This design comes from an exercise in tuning for small area on the open sky130 flow, not from production work.
In this exercise RTL edits were held to simulation tests only and were not proved equivalent to the original.
Power and IR drop assume default switching activity.

==> run a: inputs <==
## csr_index_generator
module csr_index_generator
(
    input  logic     ap_clk,
    input  logic     areset_generator,
    input  logic     config_valid,
    input  csr_index_pkg::index_t   config_index_start,
    input  csr_index_pkg::index_t   config_index_end,
    input  csr_index_pkg::index_t   config_stride,
    input  csr_index_pkg::address_t config_base_address,
    input  csr_index_pkg::shift_t   config_shift_amount,
    input  logic     config_shift_left,
    input  logic     request_ready,
    output logic     idle,
    output logic     done,
    output logic     request_valid,
    output csr_index_pkg::index_t   request_index,
    output csr_index_pkg::address_t request_address
);
clock: 10.0 ns
lec_check: 0
cap_margin: 5
core_margin: 2
core_utilization: 70
cts_buf_list: sky130_fd_sc_hd__clkbuf_8
cts_cluster_diameter: 60
cts_cluster_size: 16
slew_margin: 5
standard.sh (not shown) runs the stock make flow with config.mk's settings and CLKGATE_MAP_FILE= SYNTH_SCRIPT=/design/flow/synth_recipe.tcl, a recipe that flattens the netlist after the stock synthesis.
==> flow/flow/run.sh <==
#!/bin/bash
# Standard ORFS layout, with three changes:
#  - the combinational logic of the standard synthesis is re-mapped by ABC
#    for area (registers, full adders and tie cells are kept as they are)
#  - a minimum-size buffer on every port
#  - a clock tree of clkbuf_8 built without dummy balancing loads
# Each tool's output goes to its own log file in the work folder.
set -euo pipefail
cd "$(dirname "$0")/.."
export BUFFER_PORTS_ARGS="-buffer_cell sky130_fd_sc_hd__buf_1"
export CTS_ARGS="-sink_clustering_enable -repair_clock_nets -dont_use_dummy_load -buf_list sky130_fd_sc_hd__clkbuf_8 -sink_clustering_size 16 -sink_clustering_max_diameter 60"

bash standard.sh synth > standard_synth.log 2>&1

R=orfs/results/${FLOW_PLATFORM}/csr_index_generator/base
LIB=${FLOW_HOME}/platforms/${FLOW_PLATFORM}/lib/sky130_fd_sc_hd__tt_025C_1v80.lib
cp $R/1_2_yosys.v 1_2_yosys_standard.v

DONT_USE=$(grep -oE 'cell *\( *"?sky130_fd_sc_hd__(lpflow_[a-z0-9_]+|probec?_p_8)' $LIB | sed -E 's/.*(sky130_fd_sc_hd__[a-z0-9_]+)/-dont_use \1/' | sort -u | tr '\n' ' ')
cat > resyn.ys <<EOY
read_liberty -ignore_miss_func $LIB
read_verilog 1_2_yosys_standard.v
hierarchy -top $FLOW_TOP
setattr -mod -set blackbox 1 sky130_fd_sc_hd__*df* sky130_fd_sc_hd__*dl* sky130_fd_sc_hd__fa_* sky130_fd_sc_hd__conb_*
flatten
hierarchy -top $FLOW_TOP
opt_clean
abc -liberty $LIB $DONT_USE -script flow/area.abc -D 10000
opt_clean -purge
hierarchy -top $FLOW_TOP
stat -liberty $LIB
write_verilog -noattr -nohex -nodec resyn.v
EOY
yosys -s resyn.ys > resyn.log 2>&1
cp resyn.v $R/1_2_yosys.v
rm -f $R/1_synth.odb $R/1_synth.sdc

bash standard.sh finish > standard.log 2>&1
==> flow/flow/area.abc <==
&get -n
&st
&syn2
&dch
&nf
&st
&dch
&nf
&put
==> run b: changes against run a <==
--- a/flow/design.v
+++ b/flow/design.v
@@ -25,11 +25,10 @@
     input  logic   config_valid,
     input  csr_index_pkg::index_t config_index_start,
     input  csr_index_pkg::index_t config_index_end,
     input  csr_index_pkg::index_t config_stride,
     input  logic   prog_full,
-    input  logic   advance,          
     output logic   config_accept,
     output logic   idle,
     output logic   done,
     output logic   gen_valid,
     output csr_index_pkg::index_t gen_index
@@ -74,28 +73,15 @@
             csr_index_pkg::DONE:        next_state = csr_index_pkg::IDLE;
             default:                    next_state = csr_index_pkg::RESET;
         endcase
     end
     assign end_hit = count >= {1'b0, end_reg};
-    localparam int RIPPLE = 16;
-    logic [csr_index_pkg::INDEX_WIDTH:0] count_next;
-    logic                                ripple_carry;
-    always_comb begin
-        ripple_carry = 1'b0;
-        for (int i = 0; i < RIPPLE; i++) begin
-            count_next[i] = count[i] ^ stride_reg[i] ^ ripple_carry;
-            ripple_carry  = (count[i] & stride_reg[i]) | (ripple_carry & (count[i] ^ stride_reg[i]));
-        end
-        count_next[csr_index_pkg::INDEX_WIDTH:RIPPLE] = count[csr_index_pkg::INDEX_WIDTH:RIPPLE]
-            + {1'b0, stride_reg[csr_index_pkg::INDEX_WIDTH-1:RIPPLE]}
-            + (csr_index_pkg::INDEX_WIDTH + 1 - RIPPLE)'(ripple_carry);
-    end
     always_ff @(posedge ap_clk) begin
         if (config_accept) begin
             count <= {1'b0, config_index_start};
-        end else if (advance) begin
-            count <= count_next;
+        end else if (gen_valid) begin
+            count <= count + {1'b0, stride_reg};
         end
     end
     assign gen_valid = (state == csr_index_pkg::BUSY) && !end_hit;
     assign gen_index = count[csr_index_pkg::INDEX_WIDTH-1:0];
     assign idle = (state == csr_index_pkg::IDLE);
@@ -132,74 +118,52 @@
         shift_out = shift_in >> shift_amount;
         for (int i = 0; i < csr_index_pkg::ADDRESS_WIDTH; i++) begin
             offset[i] = shift_left ? shift_out[csr_index_pkg::ADDRESS_WIDTH-1-i] : shift_out[i];
         end
     end
-    localparam int RIPPLE = 8;
-    logic ripple_carry;
-    always_comb begin
-        ripple_carry = 1'b0;
-        for (int i = 0; i < RIPPLE; i++) begin
-            gen_address[i] = base_address[i] ^ offset[i] ^ ripple_carry;
-            ripple_carry   = (base_address[i] & offset[i]) | (ripple_carry & (base_address[i] ^ offset[i]));
-        end
-        gen_address[csr_index_pkg::ADDRESS_WIDTH-1:RIPPLE] = base_address[csr_index_pkg::ADDRESS_WIDTH-1:RIPPLE]
-            + offset[csr_index_pkg::ADDRESS_WIDTH-1:RIPPLE]
-            + (csr_index_pkg::ADDRESS_WIDTH - RIPPLE)'(ripple_carry);
-    end
+    assign gen_address = base_address + offset;
 endmodule
 `timescale 1ns/1ns
 module request_fifo
 #(
-    parameter int DEPTH       = 9,
+    parameter int DEPTH       = 10,
     parameter int PROG_THRESH = 8
 ) (
     input  logic     ap_clk,
     input  logic     areset_generator,
-    input  logic     gen_valid,      
-    output logic     wr_en,          
+    input  logic     wr_en,
     input  csr_index_pkg::index_t   wr_index,
     input  csr_index_pkg::address_t wr_address,
     input  logic     pop_ready,
     output logic     request_valid,
     output csr_index_pkg::index_t   request_index,
     output csr_index_pkg::address_t request_address,
     output logic     prog_full
 );
-    localparam int PTR_WIDTH = $clog2(DEPTH + 1);
+    localparam int PTR_WIDTH = $clog2(DEPTH);
     csr_index_pkg::index_t   index_mem   [DEPTH];
     csr_index_pkg::address_t address_mem [DEPTH];
     logic [PTR_WIDTH-1:0] wr_ptr;
     logic [DEPTH-1:0]     rd_ptr;    
-    logic [PTR_WIDTH-1:0] count;     
-    logic                 pending;   
-    logic                 deferred;  
-    logic                 slot_free;
+    logic [PTR_WIDTH-1:0] count;
+    logic                 pending;
     logic                 rd_en;
     assign rd_en = request_valid && pop_ready;
-    assign slot_free = ({1'b0, count} + pending) <= (PTR_WIDTH+1)'(DEPTH - 1) + deferred;
-    assign wr_en     = (gen_valid || deferred) && slot_free;
     always_ff @(posedge ap_clk) begin
         if (wr_en) begin
             index_mem[wr_ptr]   <= wr_index;
             address_mem[wr_ptr] <= wr_address;
         end
     end
     always_ff @(posedge ap_clk) begin
         if (areset_generator) begin
-            wr_ptr   <= '0;
-            rd_ptr   <= DEPTH'(1);
-            count    <= '0;
-            pending  <= 1'b0;
-            deferred <= 1'b0;
+            wr_ptr  <= '0;
+            rd_ptr  <= DEPTH'(1);
+            count   <= '0;
+            pending <= 1'b0;
         end else begin
-            pending <= gen_valid;
-            if (gen_valid && !slot_free) begin
-                deferred <= 1'b1;
-            end else if (wr_en) begin
-                deferred <= 1'b0;
-            end
+            pending <= wr_en;
             if (wr_en) begin
                 wr_ptr <= (wr_ptr == PTR_WIDTH'(DEPTH - 1)) ? '0 : wr_ptr + 1'b1;
             end
             if (rd_en) begin
                 rd_ptr <= {rd_ptr[DEPTH-2:0], rd_ptr[DEPTH-1]};
@@ -209,22 +173,22 @@
             end else if (rd_en && !pending) begin
                 count <= count - 1'b1;
             end
         end
     end
+    assign request_valid   = count != '0;
     always_comb begin
         request_index   = '0;
         request_address = '0;
         for (int i = 0; i < DEPTH; i++) begin
             if (rd_ptr[i]) begin
                 request_index   = request_index   | index_mem[i];
                 request_address = request_address | address_mem[i];
             end
         end
     end
-    assign request_valid = count != '0;
-    assign prog_full     = count >= PTR_WIDTH'(PROG_THRESH);
+    assign prog_full       = count >= PTR_WIDTH'(PROG_THRESH);
 endmodule
 `timescale 1ns/1ns
 module csr_index_generator
 (
     input  logic     ap_clk,
@@ -243,11 +207,10 @@
     output csr_index_pkg::index_t   request_index,
     output csr_index_pkg::address_t request_address
 );
     logic     config_accept;
     logic     gen_valid;
-    logic     wr_en;
     csr_index_pkg::index_t   gen_index;
     csr_index_pkg::address_t gen_address;
     logic     prog_full;
     csr_index_sequencer i_csr_index_sequencer (
         .ap_clk             (ap_clk),
@@ -255,11 +218,10 @@
         .config_valid       (config_valid),
         .config_index_start (config_index_start),
         .config_index_end   (config_index_end),
         .config_stride      (config_stride),
         .prog_full          (prog_full),
-        .advance            (wr_en),
         .config_accept      (config_accept),
         .idle               (idle),
         .done               (done),
         .gen_valid          (gen_valid),
         .gen_index          (gen_index)
@@ -274,12 +236,11 @@
         .gen_address         (gen_address)
     );
     request_fifo i_request_fifo (
         .ap_clk           (ap_clk),
         .areset_generator (areset_generator),
-        .gen_valid        (gen_valid),
-        .wr_en            (wr_en),
+        .wr_en            (gen_valid),
         .wr_index         (gen_index),
         .wr_address       (gen_address),
         .pop_ready        (request_ready),
         .request_valid    (request_valid),
         .request_index    (request_index),
==> flow/flow/run.sh (replaced) <==
#!/bin/bash
# Standard ORFS layout with a minimum-size buffer on every port and a clock
# tree built without dummy balancing loads.
set -e
cd "$(dirname "$0")/.."
export BUFFER_PORTS_ARGS="-buffer_cell sky130_fd_sc_hd__buf_1"
export CTS_ARGS="-sink_clustering_enable -repair_clock_nets -dont_use_dummy_load -buf_list sky130_fd_sc_hd__clkbuf_16 -sink_clustering_size 28 -sink_clustering_max_diameter 80"
bash standard.sh > standard.log 2>&1
==> flow/config.mk (replaced) <==
export PLATFORM = sky130hd
export DESIGN_NAME = csr_index_generator
export DESIGN_NICKNAME = csr_index_generator
export VERILOG_FILES = /design/flow/design.v
export SDC_FILE = /design/flow/constraint.sdc
export NUM_CORES = 4
export LEC_CHECK = 0
export CAP_MARGIN = 20
export CORE_MARGIN = 2
export CORE_UTILIZATION = 55
export CTS_BUF_LIST = sky130_fd_sc_hd__clkbuf_16
export CTS_CLUSTER_DIAMETER = 80
export CTS_CLUSTER_SIZE = 28
export SLEW_MARGIN = 20
removed: flow/flow/area.abc
==> run c: changes against run a <==
==> flow/flow/run.sh (replaced) <==
#!/bin/bash
# Standard ORFS layout with a minimum-size buffer on every port and a clock
# tree built without dummy balancing loads.
set -e
cd "$(dirname "$0")/.."
export BUFFER_PORTS_ARGS="-buffer_cell sky130_fd_sc_hd__buf_1"
export CTS_ARGS="-sink_clustering_enable -repair_clock_nets -dont_use_dummy_load -buf_list sky130_fd_sc_hd__clkbuf_8 -sink_clustering_size 16 -sink_clustering_max_diameter 60"
bash standard.sh > standard.log 2>&1
removed: flow/flow/area.abc
==> summary of the runs <==
Combinational power, highest first: run b, run a, run c. Design area, lowest first: run a, run c, run b. Of run c and run b, run b has the higher flip-flop and latch count (gap 64). Core utilization: run b < run c < run a.

[re-timing with driven ports]
No port has a modelled driver above. Below, the same layouts with a new extraction and two added sets of constraints.
Step 1 assumes that a clkbuf_16 drives the clock port and a buf_2 every other input.
Step 2 adds t to the input delays and takes it off the output delays; t is the mean of the earliest and latest rising clock arrival at the registers after step 1. Input paths then give back, and output paths get back, about the clock's delay inside the block.
Slacks: no drivers / after step 1 / after step 2; pairs: no drivers / after step 1.
| run | t (ns) | setup slack, ns | slew at the worst register clock pin (ns) |
|---|---|---|---|
| run a | 0.697 | 0.553 / 0.553 / 0.553 | 0.10 / 0.10 |
| run b | 0.643 | 3.984 / 3.984 / 3.984 | 0.11 / 0.11 |
| run c | 0.723 | 0.638 / 0.638 / 0.638 | 0.10 / 0.10 |
After both steps setup and hold are still met in every run listed.
